Background: an optimization exercise with open tools, aiming at small area, a short achievable clock period and few clock cycles. Do not read the settings as production practice.
RTL that was checked went through simulation tests only; none was proved equivalent to the original.
No functional check of the RTL was part of runs 2, 5 and 6.

## flow/design.v

```verilog
package pentary_pkg;
    localparam logic [2:0] NEG2 = 3'd0;
    localparam logic [2:0] NEG1 = 3'd1;
    localparam logic [2:0] ZERO = 3'd2;
    localparam logic [2:0] POS1 = 3'd3;
    localparam logic [2:0] POS2 = 3'd4;
    function automatic logic code_valid(input logic [2:0] code);
        code_valid = code <= POS2;
    endfunction
    function automatic logic [2:0] to_sm(input logic [2:0] code);
        case (code)
            NEG2:    to_sm = 3'b110;
            NEG1:    to_sm = 3'b101;
            POS1:    to_sm = 3'b001;
            POS2:    to_sm = 3'b010;
            default: to_sm = 3'b000;
        endcase
    endfunction
endpackage
module crossbar_cell_array
#(
    parameter int ROWS = 16,
    parameter int COLS = 16,
    parameter int RAW  = 4,
    parameter int CAW  = 4
) (
    input  logic                   clk,
    input  logic                   reset,
    input  logic                   lvl_we,      
    input  logic                   stk_we,      
    input  logic [RAW-1:0]         wr_row,
    input  logic [CAW-1:0]         wr_col,
    input  logic [2:0]             wr_level,    
    output logic [ROWS*COLS*3-1:0] levels,      
    output logic [ROWS*COLS-1:0]   stucks       
);
    logic [ROWS-1:0] lrow, srow;
    logic [COLS-1:0] col;
    logic [2:0]      bus;
    always_comb begin
        for (int r = 0; r < ROWS; r++) begin
            lrow[r] = lvl_we & (wr_row == RAW'(r));
            srow[r] = stk_we & (wr_row == RAW'(r));
        end
        for (int c = 0; c < COLS; c++) col[c] = wr_col == CAW'(c);
        bus = reset ? 3'b000 : wr_level;
    end
    always_ff @(posedge clk) begin
        for (int r = 0; r < ROWS; r++) begin
            for (int c = 0; c < COLS; c++) begin
                if (reset | (lrow[r] & col[c] & ~stucks[r*COLS+c]))
                    levels[(r*COLS+c)*3 +: 3] <= bus;
                stucks[r*COLS+c] <= ~reset & (stucks[r*COLS+c] | (srow[r] & col[c]));
            end
        end
    end
endmodule
module pentary_crossbar_ctrl_v2
#(
    parameter int ROWS       = 16,
    parameter int COLS       = 16,
    parameter int ACC_W      = 6,
    parameter int MAX_PULSES = 4,
    localparam int RAW  = $clog2(ROWS),
    localparam int CAW  = (COLS > 1) ? $clog2(COLS) : 1,
    localparam int CNTW = $clog2(COLS + 1)
) (
    input  logic                  clk,
    input  logic                  reset,
    input  logic [RAW-1:0]        write_row,
    input  logic [CAW-1:0]        write_col,
    input  logic [2:0]            write_data,
    input  logic                  write_enable,
    input  logic                  inject_stuck,
    input  logic                  compute_enable,
    input  logic [ROWS*3-1:0]     input_vector,
    output logic [COLS*ACC_W-1:0] output_vector,
    output logic                  out_valid,
    output logic                  sat,
    input  logic                  calibrate_enable,
    input  logic [RAW-1:0]        calibrate_row,
    output logic                  calibration_done,
    output logic [CNTW-1:0]       cal_bad_count,
    output logic                  write_done,
    output logic                  write_fail,
    output logic                  ready,
    output logic                  error,
    output logic [7:0]            error_count
);
    localparam int KR  = 4;
    localparam int NCH = ROWS / KR;             
    localparam int PHW = (NCH > 1) ? $clog2(NCH) : 1;
    localparam int XQR = (NCH > 1) ? ROWS - KR : 1;
    logic [PHW-1:0] ph;           
    logic           idle;
    logic           acc_wr, acc_inj, acc_cmp, acc_cal;
    assign idle    = (NCH == 1) ? 1'b1 : (ph == '0);
    assign ready   = idle;
    assign acc_wr  = idle & write_enable & ~inject_stuck;
    assign acc_inj = idle & write_enable &  inject_stuck;
    assign acc_cmp = idle & ~write_enable & compute_enable;
    assign acc_cal = idle & ~write_enable & ~compute_enable & calibrate_enable;
    logic                   wvalid;
    logic [2:0]             enc;
    logic [ROWS*COLS*3-1:0] levels;
    logic [ROWS*COLS-1:0]   stucks;
    assign wvalid = pentary_pkg::code_valid(write_data);
    assign enc    = pentary_pkg::to_sm(write_data);
    crossbar_cell_array #(
        .ROWS(ROWS), .COLS(COLS), .RAW(RAW), .CAW(CAW)
    ) u_cells (
        .clk      (clk),
        .reset    (reset),
        .lvl_we   (acc_wr & wvalid),
        .stk_we   (acc_inj),
        .wr_row   (write_row),
        .wr_col   (write_col),
        .wr_level (enc),
        .levels   (levels),
        .stucks   (stucks)
    );
    logic [RAW-1:0]  rsel;
    logic [COLS*4-1:0] rows [ROWS];    
    logic [COLS*4-1:0] row;
    logic [3:0]      cells [COLS];
    logic [COLS-1:0] row_st;
    logic [2:0]      rd_level;
    logic            rd_stuck;
    logic            wr_ok;
    assign rsel = write_enable ? write_row : calibrate_row;
    always_comb begin
        for (int r = 0; r < ROWS; r++) begin
            for (int c = 0; c < COLS; c++) begin
                rows[r][c*4 +: 3] = levels[(r*COLS + c)*3 +: 3];
                rows[r][c*4 + 3]  = stucks[r*COLS + c];
            end
        end
        row = rows[rsel];
        for (int c = 0; c < COLS; c++) begin
            cells[c]  = row[c*4 +: 4];
            row_st[c] = row[c*4 + 3];
        end
        {rd_stuck, rd_level} = cells[write_col];
    end
    assign wr_ok = wvalid & (~rd_stuck | (rd_level == enc));
    logic [CNTW-1:0] cal_cnt;
    always_comb begin
        cal_cnt = '0;
        for (int c = 0; c < COLS; c++) cal_cnt = cal_cnt + CNTW'(row_st[c]);
    end
    logic [KR*3-1:0]  xc;         
    logic [XQR*3-1:0] x_q;        
    logic [KR*3-1:0]  xin;
    always_comb begin
        for (int i = 0; i < KR; i++) xin[i*3 +: 3] = pentary_pkg::to_sm(input_vector[i*3 +: 3]);
    end
    generate
        if (NCH > 1) begin : g_xq
            logic [XQR*3-1:0] xall;
            always_comb begin
                for (int i = 0; i < XQR; i++)
                    xall[i*3 +: 3] = pentary_pkg::to_sm(input_vector[(i+KR)*3 +: 3]);
            end
            assign xc = idle ? xin : x_q[KR*3-1:0];
            always_ff @(posedge clk) begin
                if (idle) x_q <= xall;
                else      x_q <= x_q >> (3*KR);
            end
        end else begin : g_noxq
            assign xc  = xin;
            assign x_q = '0;
        end
    endgenerate
    logic [5:0]      acc_q [COLS];
    logic [5:0]      res   [COLS];
    logic [COLS-1:0] csat;
    genvar gc, gi;
    generate
        for (gc = 0; gc < COLS; gc++) begin : g_col
            logic [5:0] u [KR+1];
            logic [KR-1:0] st;
            assign u[0] = (NCH > 1 && !idle) ? acc_q[gc] : 6'd32;
            for (gi = 0; gi < KR; gi++) begin : g_stage
                logic [2:0] w, x;
                logic       e1, e2, e4, ng;
                logic [5:0] a;
                logic [6:0] c;
                if (NCH > 1) begin : g_wm
                    always_comb begin
                        w = '0;
                        for (int k = 0; k < NCH; k++)
                            if (ph == PHW'(k)) w = levels[((k*KR+gi)*COLS + gc)*3 +: 3];
                    end
                end else begin : g_w1
                    assign w = levels[(gi*COLS + gc)*3 +: 3];
                end
                assign x  = xc[gi*3 +: 3];
                assign e1 = w[0] & x[0];
                assign e2 = (w[0] & x[1]) | (w[1] & x[0]);
                assign e4 = w[1] & x[1];
                assign ng = w[2] ^ x[2];
                assign a    = u[gi] ^ {6{ng}};
                assign c[0] = e1;
                assign c[1] = (e1 & a[0]) | e2;
                assign c[2] = (c[1] & a[1]) | e4;
                for (genvar b = 3; b <= 6; b++) begin : g_c
                    assign c[b] = c[b-1] & a[b-1];
                end
                assign st[gi]  = c[6];
                assign u[gi+1] = c[6] ? {6{~ng}} : (u[gi] ^ c[5:0]);
            end
            assign res[gc]  = u[KR];
            assign csat[gc] = |st;
        end
    endgenerate
    logic sat_q;
    logic last;
    assign last = (NCH == 1) ? acc_cmp : (ph == PHW'(NCH - 1));
    generate
        if (NCH > 1) begin : g_ph
            always_ff @(posedge clk) begin
                if (reset)        ph <= '0;
                else if (acc_cmp) ph <= PHW'(1);
                else if (last)    ph <= '0;
                else if (!idle)   ph <= ph + PHW'(1);
            end
            always_ff @(posedge clk) begin
                for (int c = 0; c < COLS; c++) acc_q[c] <= res[c];
                sat_q <= (idle ? 1'b0 : sat_q) | (|csat);
            end
        end else begin : g_noph
            assign ph = '0;
            always_comb begin
                for (int c = 0; c < COLS; c++) acc_q[c] = '0;
            end
            assign sat_q = 1'b0;
        end
    endgenerate
    always_ff @(posedge clk) begin
        if (reset) begin
            write_done       <= 1'b0;
            write_fail       <= 1'b0;
            out_valid        <= 1'b0;
            calibration_done <= 1'b0;
            output_vector    <= '0;
            sat              <= 1'b0;
            cal_bad_count    <= '0;
            error            <= 1'b0;
            error_count      <= '0;
        end else begin
            write_done       <= acc_wr & wr_ok;
            write_fail       <= acc_wr & ~wr_ok;
            out_valid        <= last;
            calibration_done <= acc_cal;
            if (acc_wr & ~wr_ok) begin
                error <= 1'b1;
                if (error_count != 8'hFF) error_count <= error_count + 8'd1;
            end
            if (last) begin
                sat <= sat_q | (|csat);
                for (int c = 0; c < COLS; c++)
                    output_vector[c*ACC_W +: ACC_W] <= {~res[c][5], res[c][4:0]};
            end
            if (acc_cal) cal_bad_count <= cal_cnt;
        end
    end
endmodule
```

## flow/run.sh

```bash
#!/bin/bash
# synth_recipe.tcl (not shown) runs the flow's synth.tcl, then flattens the netlist and writes it again
# the make line also repeats each setting of config.mk as NAME=value (left out here)
make -C /OpenROAD-flow-scripts/flow DESIGN_CONFIG=/design/flow/config.mk WORK_HOME=/design/flow/orfs CLKGATE_MAP_FILE= SYNTH_SCRIPT=/design/flow/synth_recipe.tcl finish
```

## flow/config.mk

```make
export PLATFORM = sky130hd
export DESIGN_NAME = pentary_crossbar_ctrl_v2
export DESIGN_NICKNAME = pentary_crossbar_ctrl_v2
export VERILOG_FILES = /design/flow/design.v
export SDC_FILE = /design/flow/constraint.sdc
export NUM_CORES = 4
export LEC_CHECK = 0
export ABC_AREA = 1
export CAP_MARGIN = 20
export CORE_MARGIN = 2
export CORE_UTILIZATION = 40
export SLEW_MARGIN = 20
```

## flow/constraint.sdc

```tcl
create_clock -name core_clock -period 10.0 [get_ports {clk}]
set_input_delay 2.0000 -clock core_clock [delete_from_list [all_inputs] [get_ports {clk}]]
set_output_delay 2.0000 -clock core_clock [all_outputs]
set_load 0.01 [all_outputs]
```

==> impl_results.md, run 1 <==
* Initial core utilization at 40.29%
* Filler cells at 17.51k
* Slowest stage cell, crit path: nor3_1
* Wirelength per Cell at 27.79 um
* Register area share after synthesis at 45.58%
* Clock sinks at 1274
* Critical path launch point type: input port
* Num CTS Buffers at 144
* Cell mode on critical path: o21ai_0
* First-pass GRT wire length at 444.7 mm
* Drc violations at 0
* Top Metal Used: met5
* Crit Path Max Fanout at 13
* Initial antenna violation count at 11
* DRT iter0 DRCs at 10.91k
* Synth Register Bits at 1274
* I/O Buffers at 184
* Syn nets at 8905
* Routed wl met3 at 47.58 mm
* Worst Setup Path Type: in2reg
* Max Fclk at 118.3 MHz
* Minimum clock period at 8.451 ns
* IO Pins at 185
* Worst slew margin at 10.06%
* Total Routing Usage GR at 32.86%
* Fin nets at 8971
* Synth Area in XOR/XNOR at 5.366%
* Largest family of logic cells by synthesized area: simple AND/OR/NAND/NOR gates
* Synth Area in Adders at 0.4639%
* RSZ-0062 raised after global routing: false
* Hold Slack at 0.4235 ns
* Async set-or-reset flop fraction in the synthesized netlist at 0%
* Clock Tree Root: clkbuf_16
* Synthesized area at 0.07282 sq mm
* Post-Route WL at 316.0 mm
* WP data required at 10.65 ns
* Die H at 430.7 um
* Most frequent cells in the layout: 2185 x nand2_1, 917 x inv_1, 768 x edfxtp_1
* Most used DFF post-synth: edfxtp_1
* Simple-gate area share of the yosys netlist at 22.24%
* Largest net degree at the start of global routing at 189
* Slew Limit Fails at 0
* Vias per cell at 6.043
* Least-Margin Pin Slew at 1.335 ns
* Post-CTS sizing at 0
* Share of layout cells above drive strength 1 at 11.12%
* Post-Route Skew at 0.03224 ns
* CP peak stage delay at 0.90 ns
* Post-place setup slack at 1.131 ns
* Syn. warnings at 22
* Core ar. at 0.1807 sq mm
* Final setup violation count at 0
* Critical path capture point type: register
* Drt first pass iters at 9
* FP Rows at 156
* Total grt overflow at 0
* Fin crit share at 84.51%
* Outcome: finished clean
* Synth top area cells: edfxtp_1 32%, dfxtp_1 14%, nand2_1 11%
* Most common cell after layout, fill and taps aside: nand2_1
* Gpl congestion at 1.058
* Met2 wire length at 125.3 mm
* P&R area growth vs syn at 12.83%
* CTS Hold Bufs at 0
* Clock buffer depth at 3
* Max-cap viol count at 0
* CP top delay family: compound AO/OA/AOI/OAI gates
* Cell variety after synth at 81
* Crit-path cells: clkdlybuf4s50_1 -> inv_1 -> o21ai_0 -> nor2_1 -> nand2_1 -> buf_4 -> o22ai_1 -> a2111oi_0 -> a41oi_1 -> nor3_1 -> nand4_1 -> o21ai_0 -> xnor2_1 -> nand2_1 -> o21ai_0 -> o21ai_0 -> o311ai_1 -> buf_4 -> inv_1 -> nand2_1 -> a211oi_1
* Worst-Skew Late Latency at 0.83 ns
* Final HPWL DP at 226.9 mm
* Clk pin slew, worst setup/hold paths at 0.06 ns
* Vias in the first global route at 62.23k
* Worst setup margin at 1.549 ns
* Worst hold path type: reg2reg
* Synth Instances at 8815
* Post-synthesis mux area share at 0%
* Share of the synthesized area in the top cell type at 31.67%
* Synth Area in Compound Gates at 18.41%
* Final ANT Viol Nets at 0
* Postcts setup bufs at 0
* Setup TNS at 0 ns
* Crit path DAT at 9.10 ns
* Die span in x at 430.7 um
* WP buf/inv at 5
* Post-synth EDFFs at 768
* Avg Inst Size Synth at 8.261 sq um
* H-Tree Depth at 4
* Dominant cell type by area after synthesis: edfxtp_1
* CTS tree: done
* Die area at 0.1855 sq mm
* Final Hold Vio Count at 0
* Via count at 68.72k
* Met1 WL at 124.7 mm
==> flip-flops by register name (all words and copies together) (netlist names) <==
register and count:
u_cells.levels 768, u_cells.stucks 256, acc_q 96, output_vector 96, x_q 36, error_count 8, cal_bad_count 5, ph 2
calibration_done 1, error 1, out_valid 1, sat 1, sat_q 1, write_done 1, write_fail 1
==> cell type report <==
type	instances	area, sq um	share of cell area (%)
antenna	1	2.502	0.003046
clock buffer	201	4026	4.900
clock inverter	64	674.4	0.8208
inverter	1005	3802	4.628
multi-input combinational	6097	34160	41.57
sequential	1274	33190	40.40
tap	2370	2965	3.609
timing repair buffer	359	3347	4.073
==> path summary, 6_finish.rpt <==
kind,cells after the start,end,startpoint,slack [ns]
max,21,error_count[2],write_enable,1.55
min,2,x_q[1],x_q[13],0.42
max reg2reg,42,sat,ph[0],2.36
min reg2reg,2,x_q[1],x_q[13],0.42
==> routing by layer <==
| metal | global-route usage [%] | vias to the layer above |
|---|---|---|
| met1 | 44.40 | 32190 |
| met4 | 15.39 | 12 |
| met5 | 0 | - |
| met2 | 46.00 | 5083 |
| li1 | - | 30360 |
| met3 | 12.46 | 1081 |
==> metrics by stage <==
step,instance area (sq um),std cells,utilization [%]
floorplan,72830,8815,-
CTS,82090,11370,45.42
detailed placement,77380,11100,42.81
finish,82170,11370,45.46
global placement,77380,11100,42.81
global route,82160,11370,45.46
==> worst min-delay path: cells and delay by family (launching register included) <==
family             cells  cell delay, ns
AOI/OAI and AO/OA      1            0.05
and+or+nand+nor        1            0.04
DFF                    1            0.31
==> Yosys cell counts, drive strengths merged, types with 2 or more instances <==
library cell,count
and2,3
inv,981
o2bb2ai,2
or4,2
o221ai,36
a32o,2
a22o,79
nor3,49
a211oi,12
xor2,295
dfxtp,506
clkinv,24
buf,140
xnor2,146
nand3b,14
a31o,2
ha,11
o21a,7
a21boi,6
fa,10
a21o,3
edfxtp,768
a41oi,31
o2111ai,24
o21ai,642
nand4,135
nor4,34
or2,31
a221oi,115
a31oi,17
clkbuf,298
o22ai,210
a22oi,34
o31ai,260
a2111oi,24
nand2,2416
nand3,406
a21oi,554
o211ai,55
nor2,425
==> cell families (layout without fill, tap and decap cells) <==
kind of cell             Yosys count  in the layout
other                              0              1
XOR/XNOR                         441            441
AO/OA/AOI/OAI                   2119           2119
AND/OR/NAND/NOR                 3516           3516
adder cells (fa/ha/maj)           21             21
flip-flops                      1274           1274
buffers and inverters           1444           1629
Testbench counts, summed over its fixed seeds: cycles 6,890.
==> inputs of run 2 (changes only) <==
--- a/flow/design.v
+++ b/flow/design.v
@@ -89,15 +89,14 @@
 );
-    localparam int KR  = 4;
-    localparam int NCH = ROWS / KR;             
-    localparam int PHW = (NCH > 1) ? $clog2(NCH) : 1;
-    localparam int XQR = (NCH > 1) ? ROWS - KR : 1;
-    logic [PHW-1:0] ph;           
-    logic           idle;
-    logic           acc_wr, acc_inj, acc_cmp, acc_cal;
-    assign idle    = (NCH == 1) ? 1'b1 : (ph == '0);
-    assign ready   = idle;
-    assign acc_wr  = idle & write_enable & ~inject_stuck;
-    assign acc_inj = idle & write_enable &  inject_stuck;
-    assign acc_cmp = idle & ~write_enable & compute_enable;
-    assign acc_cal = idle & ~write_enable & ~compute_enable & calibrate_enable;
+    localparam int KR  = 4;                  
+    localparam int NCH = ROWS / KR;          
+    localparam int AW  = $clog2(NCH);
+    logic [AW-1:0] ph;                       
+    logic          busy;
+    logic          acc_wr, acc_inj, acc_cmp, acc_cal;
+    assign busy    = ph != '0;
+    assign ready   = ~busy;
+    assign acc_wr  = ~busy & write_enable & ~inject_stuck;
+    assign acc_inj = ~busy & write_enable &  inject_stuck;
+    assign acc_cmp = ~busy & ~write_enable & compute_enable;
+    assign acc_cal = ~busy & ~write_enable & ~compute_enable & calibrate_enable;
     logic                   wvalid;
@@ -121,11 +120,7 @@
     );
-    logic [RAW-1:0]  rsel;
-    logic [COLS*4-1:0] rows [ROWS];    
-    logic [COLS*4-1:0] row;
-    logic [3:0]      cells [COLS];
-    logic [COLS-1:0] row_st;
-    logic [2:0]      rd_level;
-    logic            rd_stuck;
-    logic            wr_ok;
-    assign rsel = write_enable ? write_row : calibrate_row;
+    logic [COLS*4-1:0] rows [ROWS];          
+    logic [COLS*4-1:0] grp  [KR];            
+    logic [COLS*4-1:0] wrow;                 
+    logic [COLS-1:0]   srows [ROWS];         
+    logic [COLS-1:0]   crow;                 
     always_comb begin
@@ -137,7 +132,13 @@
         end
-        row = rows[rsel];
-        for (int c = 0; c < COLS; c++) begin
-            cells[c]  = row[c*4 +: 4];
-            row_st[c] = row[c*4 + 3];
-        end
+        for (int b = 0; b < KR; b++) grp[b] = rows[int'(ph)*KR + b];
+        wrow = rows[write_row];
+        for (int r = 0; r < ROWS; r++) srows[r] = stucks[r*COLS +: COLS];
+        crow = srows[calibrate_row];
+    end
+    logic [3:0]      cells [COLS];
+    logic [2:0]      rd_level;
+    logic            rd_stuck;
+    logic            wr_ok;
+    always_comb begin
+        for (int c = 0; c < COLS; c++) cells[c] = wrow[c*4 +: 4];
         {rd_stuck, rd_level} = cells[write_col];
@@ -145,30 +146,23 @@
     assign wr_ok = wvalid & (~rd_stuck | (rd_level == enc));
+    logic [1:0]      pc2 [8];
+    logic [2:0]      pc4 [4];
+    logic [3:0]      pc8 [2];
     logic [CNTW-1:0] cal_cnt;
     always_comb begin
-        cal_cnt = '0;
-        for (int c = 0; c < COLS; c++) cal_cnt = cal_cnt + CNTW'(row_st[c]);
-    end
-    logic [KR*3-1:0]  xc;         
-    logic [XQR*3-1:0] x_q;        
-    logic [KR*3-1:0]  xin;
-    always_comb begin
-        for (int i = 0; i < KR; i++) xin[i*3 +: 3] = pentary_pkg::to_sm(input_vector[i*3 +: 3]);
-    end
-    generate
-        if (NCH > 1) begin : g_xq
-            logic [XQR*3-1:0] xall;
-            always_comb begin
-                for (int i = 0; i < XQR; i++)
-                    xall[i*3 +: 3] = pentary_pkg::to_sm(input_vector[(i+KR)*3 +: 3]);
-            end
-            assign xc = idle ? xin : x_q[KR*3-1:0];
-            always_ff @(posedge clk) begin
-                if (idle) x_q <= xall;
-                else      x_q <= x_q >> (3*KR);
-            end
-        end else begin : g_noxq
-            assign xc  = xin;
-            assign x_q = '0;
-        end
-    endgenerate
+        for (int i = 0; i < 8; i++) pc2[i] = 2'(crow[2*i]) + 2'(crow[2*i+1]);
+        for (int i = 0; i < 4; i++) pc4[i] = 3'(pc2[2*i]) + 3'(pc2[2*i+1]);
+        for (int i = 0; i < 2; i++) pc8[i] = 4'(pc4[2*i]) + 4'(pc4[2*i+1]);
+        cal_cnt = CNTW'(pc8[0]) + CNTW'(pc8[1]);
+    end
+    logic [KR*3-1:0]        xc;              
+    logic [(ROWS-KR)*3-1:0] x_q;             
+    logic [ROWS*3-1:0]      xin;
+    always_comb begin
+        for (int i = 0; i < ROWS; i++) xin[i*3 +: 3] = pentary_pkg::to_sm(input_vector[i*3 +: 3]);
+    end
+    assign xc = busy ? x_q[KR*3-1:0] : xin[KR*3-1:0];
+    always_ff @(posedge clk) begin
+        if (busy) x_q <= x_q >> (3*KR);
+        else      x_q <= xin[ROWS*3-1:KR*3];
+    end
     logic [5:0]      acc_q [COLS];
@@ -179,5 +173,5 @@
         for (gc = 0; gc < COLS; gc++) begin : g_col
-            logic [5:0] u [KR+1];
+            logic [5:0]    u [KR+1];
             logic [KR-1:0] st;
-            assign u[0] = (NCH > 1 && !idle) ? acc_q[gc] : 6'd32;
+            assign u[0] = busy ? acc_q[gc] : 6'd32;
             for (gi = 0; gi < KR; gi++) begin : g_stage
@@ -187,11 +181,3 @@
                 logic [6:0] c;
-                if (NCH > 1) begin : g_wm
-                    always_comb begin
-                        w = '0;
-                        for (int k = 0; k < NCH; k++)
-                            if (ph == PHW'(k)) w = levels[((k*KR+gi)*COLS + gc)*3 +: 3];
-                    end
-                end else begin : g_w1
-                    assign w = levels[(gi*COLS + gc)*3 +: 3];
-                end
+                assign w  = grp[gi][gc*4 +: 3];
                 assign x  = xc[gi*3 +: 3];
@@ -217,23 +203,12 @@
     logic last;
-    assign last = (NCH == 1) ? acc_cmp : (ph == PHW'(NCH - 1));
-    generate
-        if (NCH > 1) begin : g_ph
-            always_ff @(posedge clk) begin
-                if (reset)        ph <= '0;
-                else if (acc_cmp) ph <= PHW'(1);
-                else if (last)    ph <= '0;
-                else if (!idle)   ph <= ph + PHW'(1);
-            end
-            always_ff @(posedge clk) begin
-                for (int c = 0; c < COLS; c++) acc_q[c] <= res[c];
-                sat_q <= (idle ? 1'b0 : sat_q) | (|csat);
-            end
-        end else begin : g_noph
-            assign ph = '0;
-            always_comb begin
-                for (int c = 0; c < COLS; c++) acc_q[c] = '0;
-            end
-            assign sat_q = 1'b0;
-        end
-    endgenerate
+    assign last = ph == AW'(NCH - 1);
+    always_ff @(posedge clk) begin
+        if (reset)        ph <= '0;
+        else if (acc_cmp) ph <= AW'(1);
+        else if (busy)    ph <= ph + AW'(1);
+    end
+    always_ff @(posedge clk) begin
+        for (int c = 0; c < COLS; c++) acc_q[c] <= res[c];
+        sat_q <= (busy & sat_q) | (|csat);
+    end
     always_ff @(posedge clk) begin
--- a/flow/config.mk
+++ b/flow/config.mk
@@ -11,2 +11,3 @@
 export CORE_UTILIZATION = 40
+export SETUP_SLACK_MARGIN = 4
 export SLEW_MARGIN = 20
==> impl_results.md, run 2 <==
* Final setup violation count at 0
* Worst slew margin at 9.777%
* I/O Buffers at 184
* Worst Setup Path Type: in2reg
* Cell mode on critical path: nand2_4
* Core ar. at 0.1831 sq mm
* Number of flip-flops in the largest register at 768
* Clock buffer depth at 3
* Crit path DAT at 6.80 ns
* Post-Route Skew at 0.04681 ns
* Count leader, synth: nand2_1
* RR Startpoint: ph[1]
* Worst-Skew Late Latency at 0.84 ns
* Worst setup margin at 3.929 ns
* Syn. warnings at 27
* Total Routing Usage GR at 36.63%
* CP top delay family: simple AND/OR/NAND/NOR gates
* Die area at 0.1878 sq mm
* Vias per cell at 6.083
* Max-cap viol count at 0
* Drt first pass iters at 7
* Share of layout cells above drive strength 1 at 19.07%
* Largest net degree at the start of global routing at 237
* CTS tree: done
* Synth Instances at 9223
* Clk pin slew, worst setup/hold paths at 0.06 ns
* WP buf/inv at 9
* Total grt overflow at 0
* Drc violations at 0
* WP data required at 10.73 ns
* FP Rows at 157
* Initial core utilization at 40.28%
* Share of the synthesized area in the top cell type at 31.27%
* Most frequent cells in the layout: 2163 x nand2_1, 966 x inv_1, 768 x edfxtp_1
* DRT iter0 DRCs at 11.68k
* H-Tree Depth at 4
* Slew Limit Fails at 0
* Final HPWL DP at 238.9 mm
* RSZ-0062 raised after global routing: true
* Post-synth EDFFs at 768
* Dominant cell type by area after synthesis: edfxtp_1
* Avg Inst Size Synth at 7.995 sq um
* Die H at 433.4 um
* Hold Path Origin: x_q[33]
* Setup TNS at 0 ns
* Crit Path Max Fanout at 8
* Synth cell count leaders: 2389 x nand2_1, 1016 x inv_1, 768 x edfxtp_1
* Minimum clock period at 6.071 ns
* Fin crit share at 60.71%
* First-pass GRT wire length at 494.9 mm
* Clock Tree Root: clkbuf_16
* Most common cell after layout, fill and taps aside: nand2_1
* Most used DFF post-synth: edfxtp_1
* Register area share after synthesis at 45.01%
* CP peak stage delay at 0.57 ns
* Post-Route WL at 361.5 mm
* Initial antenna violation count at 25
* Gpl congestion at 1.045
* Final ANT Viol Nets at 0
* Worst hold path type: reg2reg
* Final Hold Vio Count at 0
* Cell variety after synth at 82
* Critical path launch point type: input port
* P&R area growth vs syn at 24.72%
* Util after Layout at 50.24%
* Max Fclk at 164.7 MHz
* Post-place setup slack at 0.7738 ns
* Synthesized area at 0.07374 sq mm
* Largest Register: u_cells.levels
* Num CTS Buffers at 147
* Least-Margin Pin Slew at 1.342 ns
* Synth top area cells: edfxtp_1 31%, dfxtp_1 14%, nand2_1 12%
* Synth Register Bits at 1274
* Outcome: finished clean
* Crit. Startpoint: input_vector[2]
* Via count at 74.79k
* Slowest stage cell, crit path: nor4_4
* Clock sinks at 1274
* Largest regs: u_cells.levels: 768 flops, u_cells.stucks: 256 flops
* Vias in the first global route at 67.78k
* Die span in x at 433.4 um
* Syn nets at 9312
* Async set-or-reset flop fraction in the synthesized netlist at 0%
* IO Pins at 185
* Wirelength per Cell at 29.40 um
* Critical path capture point type: register
* Fin nets at 9785
run 2: cell count changes in the layout (fill, tap and decap cells not counted), sizes merged, moves of 57 or more:
cell   change
o22ai     +83
xor2      +57
buf      +394
nand2     +93
inv       +97
nor2     +131
a21oi     -73
run 2: metrics by stage:
step | area [sq um] | hold WS (ns) | instances
final | 91970 | 0.4327 | 12300
after global routing | 91950 | 0.4611 | 12290
after CTS | 88180 | 0.4346 | 12120
after detailed placement | 78590 | 0.4204 | 11600
after global placement | 78480 | 0.4248 | 11600
after floorplan | 73870 | 0.4056 | 9223
run 2: path summary, 6_finish.rpt:
check,end,slack [ns],cells after the start
setup reg to reg,sat,3.98,32
setup / recovery,sat,3.93,38
hold / removal,x_q[21],0.43,2
hold reg to reg,x_q[21],0.43,2
run 2: repair_timing:
item                       4_1_cts  5_1_grt
pin swaps                      138      242
gates resized for setup        480      552
cloned                          19        9
setup endpoints to repair      210      200
setup buffers                  221      158
hold buffers                     0        0
run 2: per-layer routing:
layer,up-vias,track usage (%),wire length [um]
li1,32530,-,-
met1,35100,47.57,134400
met2,5795,51.16,142800
met3,1337,14.53,55780
met4,26,21.20,28200
met5,-,0.2342,379
run 2: worst reg2reg max path: cells and delay by family (launching register included):
kind,cells,cell delay (ns)
AOI/OAI and AO/OA,4,1.23
adders and majority gates,1,0.25
buffers and inverters,4,0.94
DFF,1,0.35
and+or+nand+nor,23,3.15
run 2: layout make-up:
cell class / count / area, sq um
inverters: 1115 / 4403
diodes: 11 / 27.53
clock buffers: 180 / 3936
multi-input cells: 6387 / 38210
flip-flops and latches: 1274 / 33190
well taps: 2464 / 3083
clock inverters: 94 / 1255
repair inverters: 4 / 48.80
repair buffers: 767 / 7811
fillers: 17130 / 91110
run 2: cell families (layout without fill, tap and decap cells):
logic type,count (synthesis),in the layout,share of synthesized area (%)
flip-flops,1274,1274,45.01
AND/OR/NAND/NOR,3768,3771,22.20
XOR/XNOR,443,443,5.577
buffers and inverters,1565,2160,8.399
adder cells (fa/ha/maj),20,20,0.4411
AO/OA/AOI/OAI,2153,2153,18.37
other,0,11,0
==> inputs of run 3 (changes only) <==
--- a/flow/design.v
+++ b/flow/design.v
@@ -92,6 +92,6 @@
     localparam int AW  = $clog2(NCH);
-    logic [AW-1:0] ph;                       
-    logic          busy;
+    logic [NCH-1:0] ph;                      
+    logic           busy;
     logic          acc_wr, acc_inj, acc_cmp, acc_cal;
-    assign busy    = ph != '0;
+    assign busy    = ~ph[0];
     assign ready   = ~busy;
@@ -132,3 +132,6 @@
         end
-        for (int b = 0; b < KR; b++) grp[b] = rows[int'(ph)*KR + b];
+        for (int b = 0; b < KR; b++) begin
+            grp[b] = '0;
+            for (int k = 0; k < NCH; k++) grp[b] |= rows[k*KR + b] & {(COLS*4){ph[k]}};
+        end
         wrow = rows[write_row];
@@ -203,7 +206,6 @@
     logic last;
-    assign last = ph == AW'(NCH - 1);
-    always_ff @(posedge clk) begin
-        if (reset)        ph <= '0;
-        else if (acc_cmp) ph <= AW'(1);
-        else if (busy)    ph <= ph + AW'(1);
+    assign last = ph[NCH-1];
+    always_ff @(posedge clk) begin
+        if (reset)                 ph <= NCH'(1);
+        else if (acc_cmp | busy)   ph <= {ph[NCH-2:0], ph[NCH-1]};
     end
--- a/flow/config.mk
+++ b/flow/config.mk
@@ -10,3 +10,3 @@
 export CORE_MARGIN = 2
-export CORE_UTILIZATION = 40
+export CORE_UTILIZATION = 60
 export SETUP_SLACK_MARGIN = 4
==> impl_results.md, run 3 <==
* I/O Buffers at 184
* RSZ-0062 raised after global routing: true
* Outcome: finished clean
* Most frequent cells in the layout: 2112 x nand2_1, 811 x inv_1, 768 x edfxtp_1
* Slew Limit Fails at 0
* Clock sinks at 1276
* Wirelength per Cell at 30.04 um
* Number of flip-flops in the largest register at 768
* Hold path depth at 2
* IO Pins at 185
* Largest Register: u_cells.levels
* Max-cap viol count at 0
* Most common cell after layout, fill and taps aside: nand2_1
* Synth cell count leaders: 2345 x nand2_1, 855 x inv_1, 768 x edfxtp_1
* Avg Inst Size Synth at 8.323 sq um
* Post-DP Area at 0.07531 sq mm
* Total grt overflow at 0
* Syn. warnings at 27
* Worst slew margin at 8.594%
* Worst-Skew Late Latency at 0.83 ns
* Clock Tree Root: clkbuf_16
* Die span in x at 349.6 um
* R2R Path End: sat_q
* FP Rows at 126
* Die H at 349.6 um
* Crit. Startpoint: calibrate_row[3]
* Post-Route WL at 320.6 mm
* Post-Route Skew at 0.05180 ns
* Worst hold path type: reg2reg
* Worst Setup Path Type: in2reg
* Cell variety after synth at 76
* Async set-or-reset flop fraction in the synthesized netlist at 0%
* Crit Path Max Fanout at 6
* Largest net degree at the start of global routing at 189
* Worst setup path endpoint: cal_bad_count[4]
* Most used DFF post-synth: edfxtp_1
* Dominant cell type by area after synthesis: edfxtp_1
* Fin nets at 9076
* R2R depth at 40
* Gpl congestion at 1.103
* Via count at 72.86k
* Count leader, synth: nand2_1
* Initial antenna violation count at 16
* Critical path capture point type: register
* Synth Instances at 8610
* Post-synth EDFFs at 768
* Max Fclk at 164.7 MHz
* Least-Margin Pin Slew at 1.371 ns
* Register area share after synthesis at 46.38%
* Synth top area cells: edfxtp_1 32%, dfxtp_1 14%, nand2_1 12%
* Synth Register Bits at 1276
* Post-layout instance area at 0.08611 sq mm
* Critical path launch point type: input port
* DRT iter0 DRCs at 13.17k
* Initial core utilization at 60.60%
* Minimum clock period at 6.070 ns
* Synthesized area at 0.07166 sq mm
* Share of the synthesized area in the top cell type at 32.18%
* Core ar. at 0.1182 sq mm
* Fin crit share at 60.70%
* Final HPWL DP at 209.7 mm
* Vias per cell at 6.826
* Share of layout cells above drive strength 1 at 18.16%
* Total Routing Usage GR at 49.98%
* Vias in the first global route at 64.94k
* Largest regs: u_cells.levels: 768 flops, u_cells.stucks: 256 flops
* Num CTS Buffers at 138
* CTS tree: done
* Crit path DAT at 6.82 ns
* Die area at 0.1222 sq mm
* Drt first pass iters at 14
* Final setup violation count at 0
* Final Hold Vio Count at 0
* Syn nets at 8695
* P&R area growth vs syn at 20.17%
* R2R Setup Slk at 3.93 ns
* WP data required at 10.75 ns
* Clock buffer depth at 3
* CTS Hold Bufs at 0
* H-Tree Depth at 4
* Clk pin slew, worst setup/hold paths at 0.06 ns
* Final ANT Viol Nets at 0
* First-pass GRT wire length at 441.4 mm
* Setup TNS at 0 ns
* RR Startpoint: ph[1]
* Drc violations at 0
[run 3: changes by cell type in the layout (fill, tap and decap cells not counted), sizes merged, moves of 32 or more]
| cell | before | now |
|---|---|---|
| a221oi | 143 | 188 |
| a31oi | 62 | 22 |
| o211ai | 35 | 3 |
| o21ai | 657 | 442 |
| buf | 568 | 447 |
| xor2 | 352 | 274 |
| nand3 | 420 | 363 |
| a22o | 48 | 88 |
| xnor2 | 91 | 166 |
| nor2 | 556 | 433 |
| inv | 1093 | 914 |
| nand4 | 135 | 168 |
[run 3: cell type report]
cell class	count	area [sq um]
inverter	934	3675
sequential	1276	33250
timing repair inverter	1	11.26
clock buffer	187	3852
multi-input combinational	5996	36520
timing repair buffer	644	6126
antenna	31	77.57
fill	9030	32130
clock inverter	69	679.4
tap	1536	1922
[run 3: repair_timing]
item,CTS,global route
buffers inserted,149,122
resized for setup,357,548
cloned,5,3
pin swaps,111,214
setup endpoints to repair,210,208
[run 3: stage by stage]
step                      util (%)  hold slack [ns]  cells  worst slack [ns]
after floorplan                  -           0.4056   8610             3.535
after CTS                    69.92           0.4304  10510             3.943
after global placement       63.68           0.4142  10100             1.697
after global routing         72.79           0.4646  10660             3.784
final                        72.83           0.4287  10670             3.930
after detailed placement     63.70           0.4202  10100             2.027
[run 3: metal layers]
layer  part of all wire [%]  vias to the layer above  wire [um]  track usage [%]
li1                       -                    30640          -                -
met1                     34                    33680     109400            62.23
met2                     38                     6655     122700            67.15
met3                     19                     1862      59500            25.91
met4                    8.8                       20      28220            31.82
met5                   0.25                        -        797            5.063
[run 3: logic make-up after synthesis]
| family | Yosys count | share of synthesized area, % |
|---|---|---|
| flops | 1276 | 46.38 |
| xor+xnor | 440 | 5.556 |
| buf+inv | 1340 | 7.449 |
| simple gates | 3576 | 22.28 |
| compound gates | 1962 | 17.95 |
| fa+ha+maj | 16 | 0.3841 |
[run 3: worst max-delay path, stage by stage]
cell and delay [ns]:
clkbuf_2 0.16, nor2_1 0.07, inv_2 0.16, nor2_4 0.11, clkinvlp_4 0.17, buf_12 0.17
o221ai_1 0.12, nor4_1 0.37, o21ai_1 0.18, fa_2 0.87, inv_2 0.07, fa_2 0.42
fa_1 0.51, inv_2 0.05, fa_1 0.50, ha_2 0.19, inv_1 0.05, fa_2 0.34
nor2_1 0.09, o21ai_0 0.08, a21oi_1 0.12
[run 3: how the worst min path moves through the flow]
stage                         end  slack (ns)     from
after global routing      x_q[17]        0.46  x_q[29]
after floorplan           x_q[10]        0.41  x_q[22]
after CTS                  x_q[4]        0.43  x_q[16]
after detailed placement   x_q[4]        0.42  x_q[16]
final                      x_q[4]        0.43  x_q[16]
after global placement     x_q[5]        0.41  x_q[17]
Testbench counts of run 3, summed over its fixed seeds: cycles 6,890.
==> inputs of run 4 (changes only) <==
--- a/flow/design.v
+++ b/flow/design.v
@@ -37,3 +37,3 @@
     logic [ROWS-1:0] lrow, srow;
-    logic [COLS-1:0] col;
+    logic [COLS-1:0] col, lcol;
     logic [2:0]      bus;
@@ -41,6 +41,9 @@
         for (int r = 0; r < ROWS; r++) begin
-            lrow[r] = lvl_we & (wr_row == RAW'(r));
+            lrow[r] = reset | (lvl_we & (wr_row == RAW'(r)));
             srow[r] = stk_we & (wr_row == RAW'(r));
         end
-        for (int c = 0; c < COLS; c++) col[c] = wr_col == CAW'(c);
+        for (int c = 0; c < COLS; c++) begin
+            col[c]  = wr_col == CAW'(c);
+            lcol[c] = reset | col[c];
+        end
         bus = reset ? 3'b000 : wr_level;
@@ -50,3 +53,3 @@
             for (int c = 0; c < COLS; c++) begin
-                if (reset | (lrow[r] & col[c] & ~stucks[r*COLS+c]))
+                if (lrow[r] & lcol[c])
                     levels[(r*COLS+c)*3 +: 3] <= bus;
@@ -103,2 +106,4 @@
     logic [2:0]             enc;
+    logic [2:0]             rd_level;        
+    logic                   rd_stuck;
     logic [ROWS*COLS*3-1:0] levels;
@@ -112,3 +117,3 @@
         .reset    (reset),
-        .lvl_we   (acc_wr & wvalid),
+        .lvl_we   (acc_wr & wvalid & ~rd_stuck),
         .stk_we   (acc_inj),
@@ -141,4 +146,2 @@
     logic [3:0]      cells [COLS];
-    logic [2:0]      rd_level;
-    logic            rd_stuck;
     logic            wr_ok;
@@ -213,3 +216,3 @@
         for (int c = 0; c < COLS; c++) acc_q[c] <= res[c];
-        sat_q <= (busy & sat_q) | (|csat);
+        sat_q <= busy & (sat_q | (|csat));
     end
--- a/flow/config.mk
+++ b/flow/config.mk
@@ -8,3 +8,3 @@
 export ABC_AREA = 1
-export CAP_MARGIN = 20
+export CAP_MARGIN = 30
 export CORE_MARGIN = 2
@@ -12,2 +12,3 @@
 export SETUP_SLACK_MARGIN = 4
-export SLEW_MARGIN = 20
+export SLEW_MARGIN = 30
+export TNS_END_PERCENT = 20
==> impl_results.md, run 4 <==
* Critical path launch point type: input port
* Slew Limit Fails at 0
* Total grt overflow at 0
* Synth cell count leaders: 2480 x nand2_1, 875 x inv_1, 768 x edfxtp_1
* Register area share after synthesis at 47.14%
* R2R depth at 41
* Post-place setup slack at 1.973 ns
* Die span in x at 346.8 um
* Most used DFF post-synth: edfxtp_1
* Clk pin slew, worst setup/hold paths at 0.06 ns
* IO Pins at 185
* DRT iter0 DRCs at 11.88k
* Crit path DAT at 6.89 ns
* Share of layout cells above drive strength 1 at 16.55%
* Max Fclk at 162.0 MHz
* Clock buffer depth at 3
* Gpl congestion at 1.056
* Core ar. at 0.1164 sq mm
* Syn. warnings at 27
* Worst slew margin at 18.43%
* Max-cap viol count at 0
* P&R area growth vs syn at 19.50%
* Hold Path Origin: x_q[20]
* Die area at 0.1203 sq mm
* Count leader, synth: nand2_1
* I/O Buffers at 184
* Dominant cell type by area after synthesis: edfxtp_1
* Post-Route Skew at 0.04260 ns
* Post-Route WL at 288.0 mm
* RSZ-0062 raised after global routing: true
* Share of the synthesized area in the top cell type at 32.71%
* Total Routing Usage GR at 45.43%
* Setup TNS at 0 ns
* Clock Tree Root: clkbuf_16
* Clock sinks at 1276
* Die H at 346.8 um
* Wirelength per Cell at 26.92 um
* Vias per cell at 6.530
* Via count at 69.86k
* Worst Hold Path EP: x_q[8]
* Final HPWL DP at 191.2 mm
* Filler cells at 8998
* Worst hold path type: reg2reg
* Worst Setup Path Type: in2reg
* Largest Register: u_cells.levels
* Synthesized area at 0.07050 sq mm
* Met2 wire length at 115.7 mm
* Final ANT Viol Nets at 0
* Largest net degree at the start of global routing at 204
* FP Rows at 125
* Largest regs: u_cells.levels: 768 flops, u_cells.stucks: 256 flops
* Cell variety after synth at 75
* First-pass GRT wire length at 406.1 mm
* Worst-Skew Late Latency at 0.82 ns
* Most common cell after layout, fill and taps aside: nand2_1
* Minimum clock period at 6.172 ns
* H-Tree Depth at 4
* Initial antenna violation count at 11
* Vias in the first global route at 62.89k
* Fin crit share at 61.72%
* Async set-or-reset flop fraction in the synthesized netlist at 0%
* Met1 WL at 102.4 mm
* Outcome: finished clean
* Drc violations at 0
* Least-Margin Pin Slew at 1.224 ns
* Drt first pass iters at 10
* RR Startpoint: ph[1]
* R2R Path End: sat
* Crit Path Max Fanout at 18
* Post-synth EDFFs at 768
* Top Metal Used: met5
* Number of flip-flops in the largest register at 768
* Fin nets at 9141
* Routed wl met3 at 47.02 mm
* Post-layout instance area at 0.08425 sq mm
* Hold path depth at 2
* Num CTS Buffers at 136
* Avg Inst Size Synth at 8.104 sq um
* Initial core utilization at 60.59%
* Final Hold Vio Count at 0
* WP data required at 10.72 ns
* Synth top area cells: edfxtp_1 33%, dfxtp_1 14%, nand2_1 13%
* Synth Register Bits at 1276
* Most frequent cells in the layout: 2259 x nand2_1, 829 x inv_1, 768 x edfxtp_1
* Synth Instances at 8699
* Post-DP Area at 0.07401 sq mm
* CTS tree: done
* Critical path capture point type: register
* R2R Setup Slk at 4.19 ns
* Final setup violation count at 0
* Worst setup margin at 3.828 ns
* Syn nets at 8784
[run 4: changes by cell type after synthesis, sizes merged, moves of 17 or more]
cell / delta
nand2: +99
xnor2: -18
nor2: +291
a22o: -17
xor2: +23
o31ai: -255
clkbuf: -42
[run 4: how the worst max path moves through the flow]
| stage | end | startpoint | cells after the start | slack, ns |
|---|---|---|---|---|
| after floorplan | u_cells.levels[0] | reset | 5 | 2.75 |
| after global placement | error_count[7] | write_row[0] | 24 | 1.81 |
| after detailed placement | cal_bad_count[2] | calibrate_row[2] | 20 | 1.97 |
| after CTS | error_count[7] | write_row[1] | 24 | 3.90 |
| after global routing | cal_bad_count[4] | calibrate_row[2] | 22 | 3.74 |
| final | error_count[7] | write_row[1] | 23 | 3.83 |
[run 4: logic make-up after synthesis]
family	count (synthesis)	synth area share [%]
simple gates	3963	24.26
flops	1276	47.14
buf+inv	1318	7.422
compound gates	1681	15.10
fa+ha+maj	16	0.3904
xor+xnor	445	5.693
[run 4: final cells by class]
type | instances | area (sq um) | share of cell area (%)
flip-flops and latches | 1276 | 33250 | 39.46
repair buffers | 583 | 5414 | 6.426
multi-input cells | 6108 | 35300 | 41.90
diodes | 10 | 25.02 | 0.02970
clock inverters | 60 | 685.7 | 0.8139
repair inverters | 5 | 52.55 | 0.06238
inverters | 946 | 3695 | 4.386
clock buffers | 187 | 3923 | 4.656
well taps | 1524 | 1907 | 2.263
[run 4: metal layers]
metal  global-route usage (%)  vias to the layer above
li1                         -                    30270
met3                    18.25                     1509
met1                    58.72                    32340
met4                    26.57                       20
met5                    2.081                        -
met2                    63.89                     5721
[run 4: stage by stage]
step	util (%)	hold slack (ns)	cells
after floorplan	-	0.4056	8699
after global placement	63.50	0.4174	10180
final	72.40	0.4250	10700
after global routing	72.38	0.4450	10690
after detailed placement	63.61	0.4174	10190
after CTS	69.49	0.4285	10540
[run 4: repair_timing]
action / CTS / global route
endpoints found under the setup margin: 978 / 974
resized for setup: 333 / 533
pin swaps: 88 / 192
hold buffers: 0 / 0
setup buffers: 101 / 135
gates cloned: 5 / 6
[run 4: critical path, cell delays in order]
cell             delay, ns
clkdlybuf4s50_1       0.56
nor2_1                0.08
buf_4                 0.18
nand2_4               0.09
buf_12                0.19
inv_2                 0.17
buf_6                 0.26
buf_4                 0.25
nand2_1               0.09
o2111ai_1             0.16
a2111oi_2             0.41
a41oi_2               0.32
nor4_2                0.35
a32oi_1               0.20
xor2_1                0.18
nand3_1               0.17
nand2_4               0.15
nor2_4                0.19
o21ai_2               0.15
nor4_2                0.30
nand2_1               0.12
a21oi_1               0.14
o21a_1                0.13
Testbench counts of run 4, summed over its fixed seeds: cycles 6,890.
==> inputs of run 5 (changes only) <==
--- a/flow/design.v
+++ b/flow/design.v
@@ -96,10 +96,18 @@
     logic [NCH-1:0] ph;                      
-    logic           busy;
+    logic           busy;                    
+    logic           cal_busy;                
+    logic           idle;
     logic          acc_wr, acc_inj, acc_cmp, acc_cal;
+    logic [COLS-1:0] cal_st_q;               
     assign busy    = ~ph[0];
-    assign ready   = ~busy;
-    assign acc_wr  = ~busy & write_enable & ~inject_stuck;
-    assign acc_inj = ~busy & write_enable &  inject_stuck;
-    assign acc_cmp = ~busy & ~write_enable & compute_enable;
-    assign acc_cal = ~busy & ~write_enable & ~compute_enable & calibrate_enable;
+    assign idle    = ph[0] & ~cal_busy;
+    assign ready   = idle;
+    assign acc_wr  = idle & write_enable & ~inject_stuck;
+    assign acc_inj = idle & write_enable &  inject_stuck;
+    assign acc_cmp = idle & ~write_enable & compute_enable;
+    assign acc_cal = idle & ~write_enable & ~compute_enable & calibrate_enable;
+    always_ff @(posedge clk) begin
+        if (reset) cal_busy <= 1'b0;
+        else       cal_busy <= acc_cal;
+    end
     logic                   wvalid;
@@ -145,2 +153,5 @@
     end
+    always_ff @(posedge clk) begin
+        if (acc_cal) cal_st_q <= crow;
+    end
     logic [3:0]      cells [COLS];
@@ -157,3 +168,3 @@
     always_comb begin
-        for (int i = 0; i < 8; i++) pc2[i] = 2'(crow[2*i]) + 2'(crow[2*i+1]);
+        for (int i = 0; i < 8; i++) pc2[i] = 2'(cal_st_q[2*i]) + 2'(cal_st_q[2*i+1]);
         for (int i = 0; i < 4; i++) pc4[i] = 3'(pc2[2*i]) + 3'(pc2[2*i+1]);
@@ -233,3 +244,3 @@
             out_valid        <= last;
-            calibration_done <= acc_cal;
+            calibration_done <= cal_busy;
             if (acc_wr & ~wr_ok) begin
@@ -243,3 +254,3 @@
             end
-            if (acc_cal) cal_bad_count <= cal_cnt;
+            if (cal_busy) cal_bad_count <= cal_cnt;
         end
--- a/flow/config.mk
+++ b/flow/config.mk
@@ -8,3 +8,3 @@
 export ABC_AREA = 1
-export CAP_MARGIN = 30
+export CAP_MARGIN = 20
 export CORE_MARGIN = 2
@@ -12,3 +12,3 @@
 export SETUP_SLACK_MARGIN = 4
-export SLEW_MARGIN = 30
+export SLEW_MARGIN = 20
 export TNS_END_PERCENT = 20
==> impl_results.md, run 5 <==
* Initial core utilization at 60.51%
* RSZ-0062 raised after global routing: true
* Total Routing Usage GR at 45.64%
* Crit path DAT at 6.45 ns
* Critical path capture point type: register
* Post-layout instance area at 0.08449 sq mm
* Layout Check Fails: capacitance limit, slew limit
* Share of layout cells above drive strength 1 at 15.81%
* Number of flip-flops in the largest register at 768
* Clock buffer depth at 3
* Synth top area cells: edfxtp_1 33%, dfxtp_1 14%, nand2_1 13%
* Vias per cell at 6.488
* I/O Buffers at 184
* Final Hold Vio Count at 0
* Worst Setup Path Type: in2reg
* Via count at 69.59k
* WP data required at 10.45 ns
* DRT iter0 DRCs at 10.48k
* Fin crit share at 59.96%
* Post-Route Skew at 0.05280 ns
* Syn. warnings at 27
* Core ar. at 0.1181 sq mm
* Synth Instances at 8759
* Post-DP Area at 0.07510 sq mm
* FP Rows at 126
* Worst hold path type: reg2reg
* Setup TNS at 0 ns
* Final ANT Viol Nets at 0
* Clk pin slew, worst setup/hold paths at 0.06 ns
* Crit Path Max Fanout at 16
* Max Fclk at 166.8 MHz
* CTS tree: done
* Critical path launch point type: input port
* Clock Tree Root: clkbuf_16
* Drt first pass iters at 8
* Least-Margin Pin Slew at 1.553 ns
* Most used DFF post-synth: edfxtp_1
* Initial antenna violation count at 10
* Die H at 349.1 um
* Cell variety after synth at 74
* Largest regs: u_cells.levels: 768 flops, u_cells.stucks: 256 flops
* Async set-or-reset flop fraction in the synthesized netlist at 0%
* Avg Inst Size Synth at 8.158 sq um
* Share of the synthesized area in the top cell type at 32.95%
* Final setup violation count at 0
* Slew Limit Fails at 2
* Die area at 0.1219 sq mm
* Total grt overflow at 0
* Most common cell after layout, fill and taps aside: nand2_1
* Die span in x at 349.1 um
* Outcome: finished with violations
* Syn nets at 8844
* Register area share after synthesis at 47.21%
* Synthesized area at 0.07146 sq mm
* Dominant cell type by area after synthesis: edfxtp_1
* Worst-Skew Late Latency at 0.81 ns
* Minimum clock period at 5.996 ns
* Clock sinks at 1293
* Worst slew margin at -4.646%
* H-Tree Depth at 4
* Fin nets at 9154
* Largest net degree at the start of global routing at 257
* Final HPWL DP at 195.4 mm
* Vias in the first global route at 62.99k
* IO Pins at 185
* Post-Route WL at 290.5 mm
* Wirelength per Cell at 27.08 um
* Synth Register Bits at 1293
* Drc violations at 0
* First-pass GRT wire length at 408.5 mm
* Gpl congestion at 1.054
* Num CTS Buffers at 137
* Largest Register: u_cells.levels
* Post-synth EDFFs at 784
* Most frequent cells in the layout: 2258 x nand2_1, 901 x inv_1, 784 x edfxtp_1
* Max-cap viol count at 1
* Count leader, synth: nand2_1
* P&R area growth vs syn at 18.24%
* Synth cell count leaders: 2445 x nand2_1, 940 x inv_1, 784 x edfxtp_1
[run 5: cell count changes in the layout (fill, tap and decap cells not counted), moves of 26 or more]
cell | before | now
o21ai_0 | 281 | 315
a21oi_1 | 465 | 434
o2111ai_1 | 49 | 75
inv_1 | 829 | 901
o22ai_1 | 311 | 278
buf_4 | 314 | 285
[run 5: final cells by class]
type / count / area (sq um)
multi-input cells: 6093 / 35300
flip-flops and latches: 1293 / 33750
fillers: 9315 / 33590
repair buffers: 537 / 4960
inverters: 1005 / 3887
clock buffers: 173 / 3737
well taps: 1536 / 1922
clock inverters: 77 / 877.1
repair inverters: 2 / 32.53
diodes: 10 / 25.02
[run 5: cell families (layout without fill, tap and decap cells)]
logic type / after synthesis / in the layout / share of synthesized area, %
compound gates: 1715 / 1715 / 15.30
xor+xnor: 441 / 441 / 5.552
fa+ha+maj: 16 / 16 / 0.3852
buf+inv: 1375 / 1794 / 7.694
flops: 1293 / 1293 / 47.21
other cells: 0 / 10 / 0
simple gates: 3919 / 3921 / 23.86
[run 5: timing repair]
action                                 4_1_cts  5_1_grt
gates cloned                                 2        2
endpoints found under the hold margin        0        0
setup endpoints to repair                  963      790
buffers inserted                            41      127
hold buffers                                 0        0
resized for setup                          201      556
pin swaps                                   43      147
[run 5: critical path, stage by stage]
cell and delay, ns:
dlymetal6s2s_1 0.24, nand2_1 0.10, inv_1 0.17, nand2_1 0.15, buf_8 0.24, buf_4 0.44, o22ai_1 0.13, nor4_1 0.53
nand4_1 0.14, o21ai_0 0.21, o22ai_1 0.15, nor3_1 0.20, nand4_1 0.17, nor2_1 0.13, buf_4 0.25, nand2_1 0.08
nand2_1 0.09, clkinv_2 0.33, buf_4 0.37, nor2_1 0.29
[run 5: path summary, 6_finish.rpt]
path	startpoint	endpoint	slack [ns]	cells past startpoint
hold / removal	x_q[34]	x_q[22]	0.43	2
setup reg to reg	ph[0]	sat_q	4.07	37
setup / recovery	write_row[3]	u_cells.levels[703]	4.00	20
hold reg to reg	x_q[34]	x_q[22]	0.43	2
[run 5: per-layer routing]
metal | wire [um] | GRT usage [%] | up-vias
met4 | 25420 | 31.51 | 16
met1 | 101300 | 56.63 | 32210
li1 | - | - | 30300
met5 | 337 | 1.040 | -
met3 | 46570 | 19.34 | 1515
met2 | 116900 | 63.99 | 5543
[run 5: per-stage QoR]
stage	setup slack (ns)	hold WS [ns]	utilization, %	instances
detailed placement	1.846	0.4156	63.60	10290
global placement	1.859	0.4116	63.57	10280
CTS	3.882	0.4293	68.59	10580
floorplan	3.379	0.4056	-	8759
global route	3.809	0.4477	71.53	10720
finish	4.004	0.4285	71.55	10730
==> inputs of run 6 (changes only) <==
--- a/flow/config.mk
+++ b/flow/config.mk
@@ -8,3 +8,3 @@
 export ABC_AREA = 1
-export CAP_MARGIN = 20
+export CAP_MARGIN = 30
 export CORE_MARGIN = 2
@@ -12,3 +12,3 @@
 export SETUP_SLACK_MARGIN = 4
-export SLEW_MARGIN = 20
+export SLEW_MARGIN = 30
 export TNS_END_PERCENT = 20
==> impl_results.md, run 6 <==
* Outcome: finished clean
* Clock sinks at 1293
* Hold Path Origin: x_q[34]
* R2R depth at 37
* Max Fclk at 163.0 MHz
* I/O Buffers at 184
* Setup TNS at 0 ns
* Final setup violation count at 0
* Fin crit share at 61.35%
* R2R Path End: sat_q
* WP data required at 10.44 ns
* Vias per cell at 6.463
* Final ANT Viol Nets at 0
* Largest Register: u_cells.levels
* Worst Hold Path EP: x_q[22]
* Worst Setup Path Type: in2reg
* Final Non-Filler Cells at 10.72k
* Synth cell count leaders: 2445 x nand2_1, 940 x inv_1, 784 x edfxtp_1
* CTS Hold Bufs at 0
* Max-cap viol count at 0
* Share of layout cells above drive strength 1 at 15.36%
* Total Routing Usage GR at 45.80%
* Post-layout instance area at 0.08443 sq mm
* Worst hold path type: reg2reg
* Clock Tree Root: clkbuf_16
* Vias in the first global route at 63.02k
* Die span in x at 349.1 um
* Critical path capture point type: register
* Share of the synthesized area in the top cell type at 32.95%
* Initial antenna violation count at 7
* Num CTS Buffers at 138
* Filler cells at 9301
* Avg Inst Size Synth at 8.158 sq um
* Final Hold Vio Count at 0
* Largest net degree at the start of global routing at 137
* Core ar. at 0.1181 sq mm
* Post-synth EDFFs at 784
* R2R Setup Slk at 4.13 ns
* FP Rows at 126
* Total grt overflow at 0
* Most common cell after layout, fill and taps aside: nand2_1
* H-Tree Depth at 4
* Worst-Skew Late Latency at 0.82 ns
* Synth Register Bits at 1293
* Slew Limit Fails at 0
* Drc violations at 0
* RR Startpoint: ph[0]
* Gpl congestion at 1.054
* RSZ-0062 raised after global routing: true
* Wirelength per Cell at 27.11 um
* Async set-or-reset flop fraction in the synthesized netlist at 0%
* Clock buffer depth at 3
* Via count at 69.31k
* First-pass GRT wire length at 409.9 mm
* Count leader, synth: nand2_1
* CTS tree: done
* Crit Path Max Fanout at 16
* Drt first pass iters at 11
* Hold path depth at 2
* Final HPWL DP at 195.8 mm
* Crit path DAT at 6.58 ns
* Register area share after synthesis at 47.21%
* Die H at 349.1 um
* Largest regs: u_cells.levels: 768 flops, u_cells.stucks: 256 flops
* Post-Route Skew at 0.05492 ns
* Synth Instances at 8759
* Worst slew margin at 9.871%
* Number of flip-flops in the largest register at 768
* Syn nets at 8844
* Synth top area cells: edfxtp_1 33%, dfxtp_1 14%, nand2_1 13%
* Post-DP Area at 0.07523 sq mm
* Syn. warnings at 27
* Fin nets at 9155
* Die area at 0.1219 sq mm
* Cell variety after synth at 74
* Post-Route WL at 290.7 mm
* IO Pins at 185
* Dominant cell type by area after synthesis: edfxtp_1
* Most frequent cells in the layout: 2292 x nand2_1, 904 x inv_1, 784 x edfxtp_1
* Most used DFF post-synth: edfxtp_1
* Initial core utilization at 60.51%
* Least-Margin Pin Slew at 1.338 ns
* DRT iter0 DRCs at 11.05k
* Minimum clock period at 6.135 ns
* Dpl cells at 10.29k
* Synthesized area at 0.07146 sq mm
* Critical path launch point type: input port
* Clk pin slew, worst setup/hold paths at 0.06 ns
* P&R area growth vs syn at 18.15%
run 6: cell count changes in the layout (fill, tap and decap cells not counted), sizes merged:
cell	previous run	this run
clkinv	85	60
clkbuf	182	192
buf	346	355
bufinv	11	17
diode	10	7
clkinvlp	6	8
clkdlybuf4s18	1	0
run 6: worst max-delay path: stages:
cell and delay (ns):
dlymetal6s2s_1 0.20, nand2_1 0.10, inv_1 0.16, nand2_1 0.15
buf_8 0.22, buf_4 0.43, o22ai_1 0.16, nor4_1 0.74
a31oi_1 0.20, nor4_2 0.40, nand4_1 0.23, nor2_1 0.14
buf_4 0.25, nand2_1 0.09, nand2_1 0.09, inv_2 0.45
nor2_1 0.49
run 6: what timing repair did:
item | in CTS | in global routing
pin swaps | 36 | 154
gates cloned | 2 | 3
setup buffers | 44 | 122
resized for setup | 169 | 506
endpoints found under the setup margin | 965 | 971
run 6: layout make-up:
cell class	instances	area [sq um]	area share, %
clock inverter	60	939.7	1.113
clock buffer	191	3881	4.597
antenna	7	17.52	0.02075
timing repair inverter	2	22.52	0.02668
timing repair buffer	537	4991	5.912
sequential	1293	33750	39.97
inverter	1005	3884	4.600
tap	1536	1922	2.276
multi-input combinational	6093	35020	41.48
run 6: stage by stage:
step                worst slack, ns  hold slack [ns]  util (%)
finish                        3.865           0.4299     71.50
global route                  3.805           0.4501     71.49
floorplan                     3.379           0.4056         -
global placement              1.859           0.4116     63.57
detailed placement            1.850           0.4156     63.71
CTS                           3.886           0.4299     68.73
run 6: per-layer routing:
metal  vias up  share of wire [%]  routed length [um]  GRT usage (%)
met3      1497                 16               46510          19.56
met5         -               0.27                 782          2.921
met2      5476                 40              116400          64.24
li1      30290                  -                   -              -
met1     32030                 35              101200          56.94
met4        16                8.9               25800          30.63
run 6: worst max-delay path by stage:
stage | endpoint | startpoint | slack [ns]
floorplan | u_cells.levels[101] | reset | 3.38
global placement | sat_q | input_vector[2] | 1.86
CTS | sat_q | input_vector[1] | 3.89
finish | u_cells.levels[534] | write_row[2] | 3.86
detailed placement | sat_q | input_vector[2] | 1.85
global route | sat | input_vector[2] | 3.81
run 6: cell families after synthesis:
family / count (synthesis) / synth area share, %
flip-flops: 1293 / 47.21
adder cells (fa/ha/maj): 16 / 0.3852
AND/OR/NAND/NOR: 3919 / 23.86
XOR/XNOR: 441 / 5.552
buffers and inverters: 1375 / 7.694
AO/OA/AOI/OAI: 1715 / 15.30

## what the ideal ports hide
The flow's constraints put no driver on any port. The routed layouts listed below were extracted and timed again, unchanged, in two steps.
Step 1: set_driving_cell puts a clkbuf_16 on clk and a buf_2 on each other input, an assumption about the parent block.
Step 2 moves the port delays by t, midway between the first and last clock arrival at a register: inputs arrive t later, outputs are due t later. That takes back most of the time a late clock gives input paths.
a / b / c = ideal / step 1 / step 2; a / b = the first two.
| run | shift t [ns] | slack for setup (ns) | hold WS [ns] | worst setup path at the end |
|---|---|---|---|---|
| run 1 | 0.903 | 1.549 / 1.611 / 0.708 | 0.424 / 0.424 / 0.424 | input to register |
| run 2 | 0.903 | 3.929 / 3.961 / 3.059 | 0.433 / 0.433 / 0.433 | input to register |
| run 3 | 0.891 | 3.930 / 3.891 / 3.000 | 0.429 / 0.429 / 0.429 | input to register |
| run 4 | 0.878 | 3.828 / 3.889 / 3.011 | 0.425 / 0.425 / 0.425 | input to register |
| run 5 | 0.861 | 4.004 / 4.063 / 3.203 | 0.428 / 0.428 / 0.428 | input to register |
| run 6 | 0.873 | 3.865 / 3.922 / 3.049 | 0.430 / 0.430 / 0.430 | input to register |
The setup slack of run 3, which loses most, moves by -0.039 ns with the drivers and by -0.930 ns with both steps.
